What follows belongs to an exercise in optimizing a design on an open flow for small area; a production flow would make more cautious choices.
In this exercise RTL edits were held to simulation tests only and were not proved equivalent to the original.
No driver is modelled on the clock port, so clocking that relies on it looks cheaper here than on a real chip.
No activity file was given, so power comes from the tool's default toggle rates.

## ofdm_payload_rx
module ofdm_payload_rx
(
    input  logic        clk,
    input  logic        reset,
    input  logic        sample_valid_i,
    input  logic [31:0] sample_i,
    input  logic [2:0]  modulation_i,
    input  logic        byte_ready_i,
    output logic        byte_valid_o,
    output logic [7:0]  byte_o,
    output logic        busy_o
);
For scale: ~1400 cells after synthesis, about 820 flip-flops, about 49 I/O pins.
==> flow/config.mk <==
export PLATFORM = sky130hd
export DESIGN_NAME = ofdm_payload_rx
export DESIGN_NICKNAME = ofdm_payload_rx
export VERILOG_FILES = /design/flow/design.v
export SDC_FILE = /design/flow/constraint.sdc
export NUM_CORES = 4
export LEC_CHECK = 0
export CAP_MARGIN = 20
export CORE_MARGIN = 2
export CORE_UTILIZATION = 70
export PLACE_DENSITY = 0.8
export SLEW_MARGIN = 20
==> flow/constraint.sdc <==
create_clock -name core_clock -period 6.0 [get_ports {clk}]
set_input_delay 1.2000 -clock core_clock [delete_from_list [all_inputs] [get_ports {clk}]]
set_output_delay 1.2000 -clock core_clock [all_outputs]
set_load 0.01 [all_outputs]
standard.sh (not shown) runs the stock make flow with config.mk's settings and CLKGATE_MAP_FILE= SYNTH_SCRIPT=/design/flow/synth_recipe.tcl, a recipe that flattens the netlist after the stock synthesis.
==> flow/flow/run.sh <==
#!/bin/bash
# Standard ORFS layout with three changes:
#  - synthesis maps the logic with an area-oriented ABC script (flow/area.abc)
#    in place of the speed script; everything else in the synthesis, and so
#    every register, is the standard synthesis's;
#  - single-strength port buffers, and a clock tree of smaller sink clusters
#    without dummy loads;
#  - clock buffers downsized where the clock pin slew allows (post_cts.tcl).
set -euo pipefail
here="$(cd "$(dirname "${BASH_SOURCE[0]}")" && pwd)"
work="$(pwd)"
orig="$(grep -o "SYNTH_SCRIPT=[^ ]*" standard.sh | head -n 1 | cut -d= -f2- | tr -d "'")"
cat > "$work/area_synth.tcl" <<EOS
proc abc {args} {
  set i [lsearch -exact \$args -script]
  if {\$i >= 0} {
    set args [lreplace \$args [expr {\$i + 1}] [expr {\$i + 1}] {$here/area.abc}]
  }
  yosys abc {*}\$args
}
source {$orig}
EOS
sed "s|SYNTH_SCRIPT=[^ ]*|SYNTH_SCRIPT=$work/area_synth.tcl|" standard.sh > area_standard.sh
export BUFFER_PORTS_ARGS="-buffer_cell sky130_fd_sc_hd__buf_1"
export CTS_ARGS="-sink_clustering_enable -repair_clock_nets -sink_clustering_size 20 -sink_clustering_max_diameter 60 -buf_list sky130_fd_sc_hd__clkbuf_8 -dont_use_dummy_load"
export POST_CTS_TCL="$here/post_cts.tcl"
bash area_standard.sh > standard.log 2>&1
==> flow/flow/post_cts.tcl <==
# Downsize clock buffers one step wherever the flip-flop clock pins keep
# their slew under the limit, or under the worst slew the tree already has.
set limit 0.110
proc my_clk_maxslew {} {
  set maxs 0
  foreach pin [get_pins -hierarchical */CLK] {
    foreach p {slew_max_rise slew_max_fall} {
      set s [get_property $pin $p]
      if {$s > $maxs} { set maxs $s }
    }
  }
  return $maxs
}
set smaller [dict create \
  sky130_fd_sc_hd__clkbuf_16 sky130_fd_sc_hd__clkbuf_8 \
  sky130_fd_sc_hd__clkbuf_8 sky130_fd_sc_hd__clkbuf_4 \
  sky130_fd_sc_hd__clkbuf_4 sky130_fd_sc_hd__clkbuf_2]
estimate_parasitics -placement
set before [my_clk_maxslew]
puts "clock buffer downsizing: max clock pin slew before $before"
# Never let the worst clock pin get slower than it already is
set limit [expr {max($limit, $before)}]
set n 0
foreach pass {1 2} {
  foreach inst [get_cells *] {
    set m [get_property $inst ref_name]
    if {![dict exists $smaller $m]} { continue }
    replace_cell $inst [dict get $smaller $m]
    estimate_parasitics -placement
    if {[my_clk_maxslew] > $limit} {
      replace_cell $inst $m
    } else {
      incr n
    }
  }
}
estimate_parasitics -placement
puts "clock buffer downsizing: $n steps, max clock pin slew after [my_clk_maxslew]"
detailed_placement
Other scripts of this flow, unchanged in this note and not shown: flow/flow/area.abc
The baseline passed the timing, DRC and antenna checks.
Edit:
--- a/flow/flow/post_cts.tcl
+++ b/flow/flow/post_cts.tcl
@@ -1,3 +1,3 @@
 # Downsize clock buffers one step wherever the flip-flop clock pins keep
-# their slew under the limit, or under the worst slew the tree already has.
+# their slew under the limit.
 set limit 0.110
@@ -18,6 +18,3 @@
 estimate_parasitics -placement
-set before [my_clk_maxslew]
-puts "clock buffer downsizing: max clock pin slew before $before"
-# Never let the worst clock pin get slower than it already is
-set limit [expr {max($limit, $before)}]
+puts "clock buffer downsizing: max clock pin slew before [my_clk_maxslew]"
 set n 0
=> Critical path depth is unchanged; combinational power hardly moves; cell area stays flat; count of clock-buffer cells in the layout does not change; power went up by 0.65%; global-route usage is unchanged; worst setup slack gains 0.26 ns.
Edit:
--- a/flow/flow/post_cts.tcl
+++ b/flow/flow/post_cts.tcl
@@ -1,3 +1,3 @@
 # Downsize clock buffers one step wherever the flip-flop clock pins keep
-# their slew under the limit.
+# their slew under the limit, or under the worst slew the tree already has.
 set limit 0.110
@@ -18,3 +18,6 @@
 estimate_parasitics -placement
-puts "clock buffer downsizing: max clock pin slew before [my_clk_maxslew]"
+set before [my_clk_maxslew]
+puts "clock buffer downsizing: max clock pin slew before $before"
+# Never let the worst clock pin get slower than it already is
+set limit [expr {max($limit, min($before, 0.118))}]
 set n 0
The changed run went through all stages and came out clean.
Worst hold slack degrades by 0.13 ns.
Area after synthesis does not change.
Register-to-register slack stays flat.
Sequential share of layout area grows by 0.10 points.
Clock skew went up by 0.13 ns.
Synthesized cell count stays the same.
Die area is unchanged.
Routed wire length stays flat.

The RTL this note starts from:
==> flow/design.v <==
`timescale 1ns/1ps
module subcarrier_selector
(
    input  logic        clk,
    input  logic        reset,
    input  logic        accept_i,
    input  logic [2:0]  modulation_i,
    output logic        is_data_o,
    output logic        last_o,
    output logic        mod_qpsk_o,
    output logic        mod_qam16_o,
    output logic [2:0]  data_cnt_o
);
    localparam logic [255:0] USED_SUBCARRIER_MASK =
        ({256{1'b1}} << 156) | (((256'd1 << 101) - 256'd1) & ~256'd1);
    localparam logic [255:0] PILOT_MASK =
        (256'd1 << 13)  | (256'd1 << 38)  | (256'd1 << 63)  | (256'd1 << 88) |
        (256'd1 << 168) | (256'd1 << 193) | (256'd1 << 218) | (256'd1 << 243);
    localparam logic [255:0] DATA_SUBCARRIER_MASK =
        USED_SUBCARRIER_MASK & ~PILOT_MASK;
    logic [7:0] sc_cnt_q;
    assign is_data_o = DATA_SUBCARRIER_MASK[sc_cnt_q];
    assign last_o    = accept_i && (sc_cnt_q == 8'd255);
    always_ff @(posedge clk)
    begin
        if (reset)
        begin
            sc_cnt_q    <= '0;
            data_cnt_o  <= '0;
            mod_qpsk_o  <= 1'b0;
            mod_qam16_o <= 1'b0;
        end
        else if (accept_i)
        begin
            sc_cnt_q <= sc_cnt_q + 1'b1;
            if (sc_cnt_q == '0)
            begin
                mod_qpsk_o  <= (modulation_i == 3'd1);
                mod_qam16_o <= (modulation_i == 3'd2);
            end
            if (is_data_o)
                data_cnt_o <= data_cnt_o + 1'b1;
        end
    end
endmodule
`timescale 1ns/1ps
module constellation_demapper
(
    input  logic [31:0] sample_i,
    output logic        sign_i_o,
    output logic        inner_i_o,
    output logic        sign_q_o,
    output logic        inner_q_o
);
    localparam logic signed [15:0] QAM16_THRESHOLD = 16'sd8192;
    logic signed [15:0] s_i;
    logic signed [15:0] s_q;
    assign s_i       = sample_i[31:16];
    assign s_q       = sample_i[15:0];
    assign sign_i_o  = s_i[15];
    assign sign_q_o  = s_q[15];
    assign inner_i_o = (s_i < QAM16_THRESHOLD) && (s_i > -QAM16_THRESHOLD);
    assign inner_q_o = (s_q < QAM16_THRESHOLD) && (s_q > -QAM16_THRESHOLD);
endmodule
`timescale 1ns/1ps
module payload_assembler
(
    input  logic        clk,
    input  logic        reset,
    input  logic        write_i,
    input  logic        last_i,
    input  logic        mod_qpsk_i,
    input  logic        mod_qam16_i,
    input  logic [2:0]  data_cnt_i,
    input  logic        sign_i_i,
    input  logic        inner_i_i,
    input  logic        sign_q_i,
    input  logic        inner_q_i,
    input  logic        byte_ready_i,
    output logic [7:0]  byte_o,
    output logic        byte_valid_o,
    output logic        sending_o
);
    localparam int BUFFER_BYTES = 96;
    logic [7:0]  acc_q;
    logic        acc_full_q;
    logic        byte_done;
    logic [2:0]  pend_q;
    logic        sym_qpsk_q;
    logic        sym_qam16_q;
    logic [6:0]  rd_cnt_q;
    logic        rd_last;
    logic        shift_d;
    logic        shift_q;
    logic        shift_n_q;
    logic        acc_full_d;
    logic        byte_valid_d;
    logic        sending_d;
    logic [6:0]  rd_cnt_d;
    logic        phase_q;
    logic [3:0]  in_a;
    logic [3:0]  in_b;
    logic [3:0]  rd_a;
    logic [3:0]  rd_b;
    logic [3:0]  buf_a_q [BUFFER_BYTES];
    logic [3:0]  buf_b_q [BUFFER_BYTES];
    always_comb
    begin
        if (mod_qam16_i)
            byte_done = data_cnt_i[0];
        else if (mod_qpsk_i)
            byte_done = (data_cnt_i[1:0] == 2'd3);
        else
            byte_done = (data_cnt_i == 3'd7);
    end
    always_ff @(posedge clk)
    begin
        if (write_i)
        begin
            if (mod_qam16_i)
                acc_q[4*data_cnt_i[0] +: 4] <= {inner_q_i, sign_q_i, inner_i_i, sign_i_i};
            else if (mod_qpsk_i)
                acc_q[2*data_cnt_i[1:0] +: 2] <= {sign_q_i, sign_i_i};
            else
                acc_q[data_cnt_i] <= sign_i_i;
        end
    end
    always_comb
    begin
        if (write_i && byte_done)
            acc_full_d = 1'b1;
        else if (!sending_o)
            acc_full_d = 1'b0;
        else
            acc_full_d = acc_full_q;
    end
    assign shift_d = byte_valid_d || (acc_full_d && !sending_d);
    always_ff @(posedge clk)
    begin
        shift_q   <= !reset && shift_d;
        shift_n_q <= reset || !shift_d;
    end
    always_ff @(posedge clk)
    begin
        if (reset)
            phase_q <= 1'b0;
        else
            phase_q <= !phase_q;
    end
    always_comb
    begin
        for (int k = 0; k < 4; k++)
        begin
            in_a[k] = (phase_q ? acc_q[2*k+1] : acc_q[2*k]) ^ phase_q;
            in_b[k] = (phase_q ? acc_q[2*k] : acc_q[2*k+1]) ^ phase_q;
        end
    end
    always_ff @(posedge clk)
    begin
        buf_a_q[0] <= ~(({4{shift_q}} & in_b) | ({4{shift_n_q}} & buf_b_q[0]));
        buf_b_q[0] <= ~(({4{shift_q}} & in_a) | ({4{shift_n_q}} & buf_a_q[0]));
        for (int i = 1; i < BUFFER_BYTES; i++)
        begin
            buf_a_q[i] <= ~(({4{shift_q}} & buf_b_q[i-1]) | ({4{shift_n_q}} & buf_b_q[i]));
            buf_b_q[i] <= ~(({4{shift_q}} & buf_a_q[i-1]) | ({4{shift_n_q}} & buf_a_q[i]));
        end
    end
    always_comb
    begin
        if (sym_qam16_q)
        begin
            rd_a = buf_a_q[95];
            rd_b = buf_b_q[95];
        end
        else if (sym_qpsk_q)
        begin
            rd_a = buf_a_q[47];
            rd_b = buf_b_q[47];
        end
        else
        begin
            rd_a = buf_a_q[23];
            rd_b = buf_b_q[23];
        end
        for (int k = 0; k < 4; k++)
        begin
            byte_o[2*k]   = (phase_q ? rd_b[k] : rd_a[k]) ^ phase_q;
            byte_o[2*k+1] = (phase_q ? rd_a[k] : rd_b[k]) ^ phase_q;
        end
    end
    always_ff @(posedge clk)
    begin
        if (last_i)
        begin
            sym_qpsk_q  <= mod_qpsk_i;
            sym_qam16_q <= mod_qam16_i;
        end
    end
    always_comb
    begin
        if (sym_qam16_q)
            rd_last = (rd_cnt_q == 7'd95);
        else if (sym_qpsk_q)
            rd_last = (rd_cnt_q == 7'd47);
        else
            rd_last = (rd_cnt_q == 7'd23);
    end
    always_comb
    begin
        byte_valid_d = sending_o && byte_ready_i;
        sending_d    = sending_o;
        rd_cnt_d     = rd_cnt_q;
        if (pend_q[2])
            sending_d = 1'b1;
        else if (sending_o && byte_ready_i)
        begin
            if (rd_last)
            begin
                sending_d = 1'b0;
                rd_cnt_d  = '0;
            end
            else
            begin
                rd_cnt_d = rd_cnt_q + 1'b1;
            end
        end
    end
    always_ff @(posedge clk)
    begin
        if (reset)
        begin
            pend_q       <= '0;
            sending_o    <= 1'b0;
            rd_cnt_q     <= '0;
            byte_valid_o <= 1'b0;
            acc_full_q   <= 1'b0;
        end
        else
        begin
            pend_q       <= {pend_q[1:0], last_i};
            sending_o    <= sending_d;
            rd_cnt_q     <= rd_cnt_d;
            byte_valid_o <= byte_valid_d;
            acc_full_q   <= acc_full_d;
        end
    end
endmodule
`timescale 1ns/1ps
module ofdm_payload_rx
(
    input  logic        clk,
    input  logic        reset,
    input  logic        sample_valid_i,
    input  logic [31:0] sample_i,
    input  logic [2:0]  modulation_i,
    input  logic        byte_ready_i,
    output logic        byte_valid_o,
    output logic [7:0]  byte_o,
    output logic        busy_o
);
    logic       accept;
    logic       is_data;
    logic       last;
    logic       mod_qpsk;
    logic       mod_qam16;
    logic [2:0] data_cnt;
    logic       sign_i;
    logic       inner_i;
    logic       sign_q;
    logic       inner_q;
    logic       sending;
    assign accept = sample_valid_i && !sending;
    subcarrier_selector u_selector (
        .clk          (clk),
        .reset        (reset),
        .accept_i     (accept),
        .modulation_i (modulation_i),
        .is_data_o    (is_data),
        .last_o       (last),
        .mod_qpsk_o   (mod_qpsk),
        .mod_qam16_o  (mod_qam16),
        .data_cnt_o   (data_cnt)
    );
    constellation_demapper u_demapper (
        .sample_i  (sample_i),
        .sign_i_o  (sign_i),
        .inner_i_o (inner_i),
        .sign_q_o  (sign_q),
        .inner_q_o (inner_q)
    );
    payload_assembler u_assembler (
        .clk          (clk),
        .reset        (reset),
        .write_i      (accept && is_data),
        .last_i       (last),
        .mod_qpsk_i   (mod_qpsk),
        .mod_qam16_i  (mod_qam16),
        .data_cnt_i   (data_cnt),
        .sign_i_i     (sign_i),
        .inner_i_i    (inner_i),
        .sign_q_i     (sign_q),
        .inner_q_i    (inner_q),
        .byte_ready_i (byte_ready_i),
        .byte_o       (byte_o),
        .byte_valid_o (byte_valid_o),
        .sending_o    (sending)
    );
    assign busy_o = sending;
endmodule
Settings: LEC_CHECK=0, CAP_MARGIN=20, CORE_MARGIN=2, CORE_UTILIZATION=60, PLACE_DENSITY=0.7, SLEW_MARGIN=20; clock period 6.0 ns.
==> flow/flow/run.sh <==
#!/bin/bash
# Standard ORFS layout, with single-strength port buffers and a clock tree
# built from larger sink clusters without dummy loads.
set -euo pipefail
export BUFFER_PORTS_ARGS="-buffer_cell sky130_fd_sc_hd__buf_1"
export CTS_ARGS="-sink_clustering_enable -repair_clock_nets -sink_clustering_size 30 -sink_clustering_max_diameter 100 -dont_use_dummy_load"
bash standard.sh > standard.log 2>&1
Rerun with:
==> flow/run.sh (new file) <==
#!/bin/bash
# synth_recipe.tcl (not shown) runs the flow's synth.tcl, then flattens the netlist and writes it again
# the make line also repeats each setting of config.mk as NAME=value (left out here)
make -C /OpenROAD-flow-scripts/flow DESIGN_CONFIG=/design/flow/config.mk WORK_HOME=/design/flow/orfs CLKGATE_MAP_FILE= SYNTH_SCRIPT=/design/flow/synth_recipe.tcl finish
Settings changed: CTS_CLUSTER_DIAMETER from default to 100, CTS_CLUSTER_SIZE from default to 30.
removed: flow/flow/run.sh
removed: flow/standard.sh
=>
- worst hold slack improves by 0.027 ns
- wire length is higher by 1.1%
- count of clock-buffer cells in the layout increases by 5
- global-route usage is higher by 0.20 points
- total power increases by about 1.5%
- via count is lower by 0.39%

-- afterwards: timing with drivers on the ports --
Ports are ideal in the flow. The routed layouts listed here were re-timed in OpenROAD. Step 1 assumes that a clkbuf_16 drives the clock port and a buf_2 every other input. Step 2 moves the port delays by t, midway between the first and last clock arrival at a register: inputs arrive t later, outputs are due t later. That takes back most of the time a late clock gives input paths. a / b / c = ideal ports / drivers / drivers and shift; a / b = the first two.
| run | t, ns | setup WS [ns] | clock arrival spread, ns | worst data-port slew with drivers (ns) |
|---|---|---|---|---|
| the first run of note 1 | 0.777 | 2.570 / 2.523 / 3.053 | 0.186 / 0.186 | 0.04 |
| the second run of note 1 | 0.619 | 2.833 / 2.789 / 3.056 | 0.061 / 0.061 | 0.04 |
| the third run of note 1 | 0.777 | 2.570 / 2.523 / 3.053 | 0.186 / 0.186 | 0.04 |
| the first run of note 2 | 0.651 | 2.565 / 2.511 / 2.915 | 0.049 / 0.049 | 0.04 |
| the second run of note 2 | 0.657 | 2.225 / 2.170 / 2.571 | 0.013 / 0.014 | 0.05 |
After both steps every run listed still meets setup and hold.
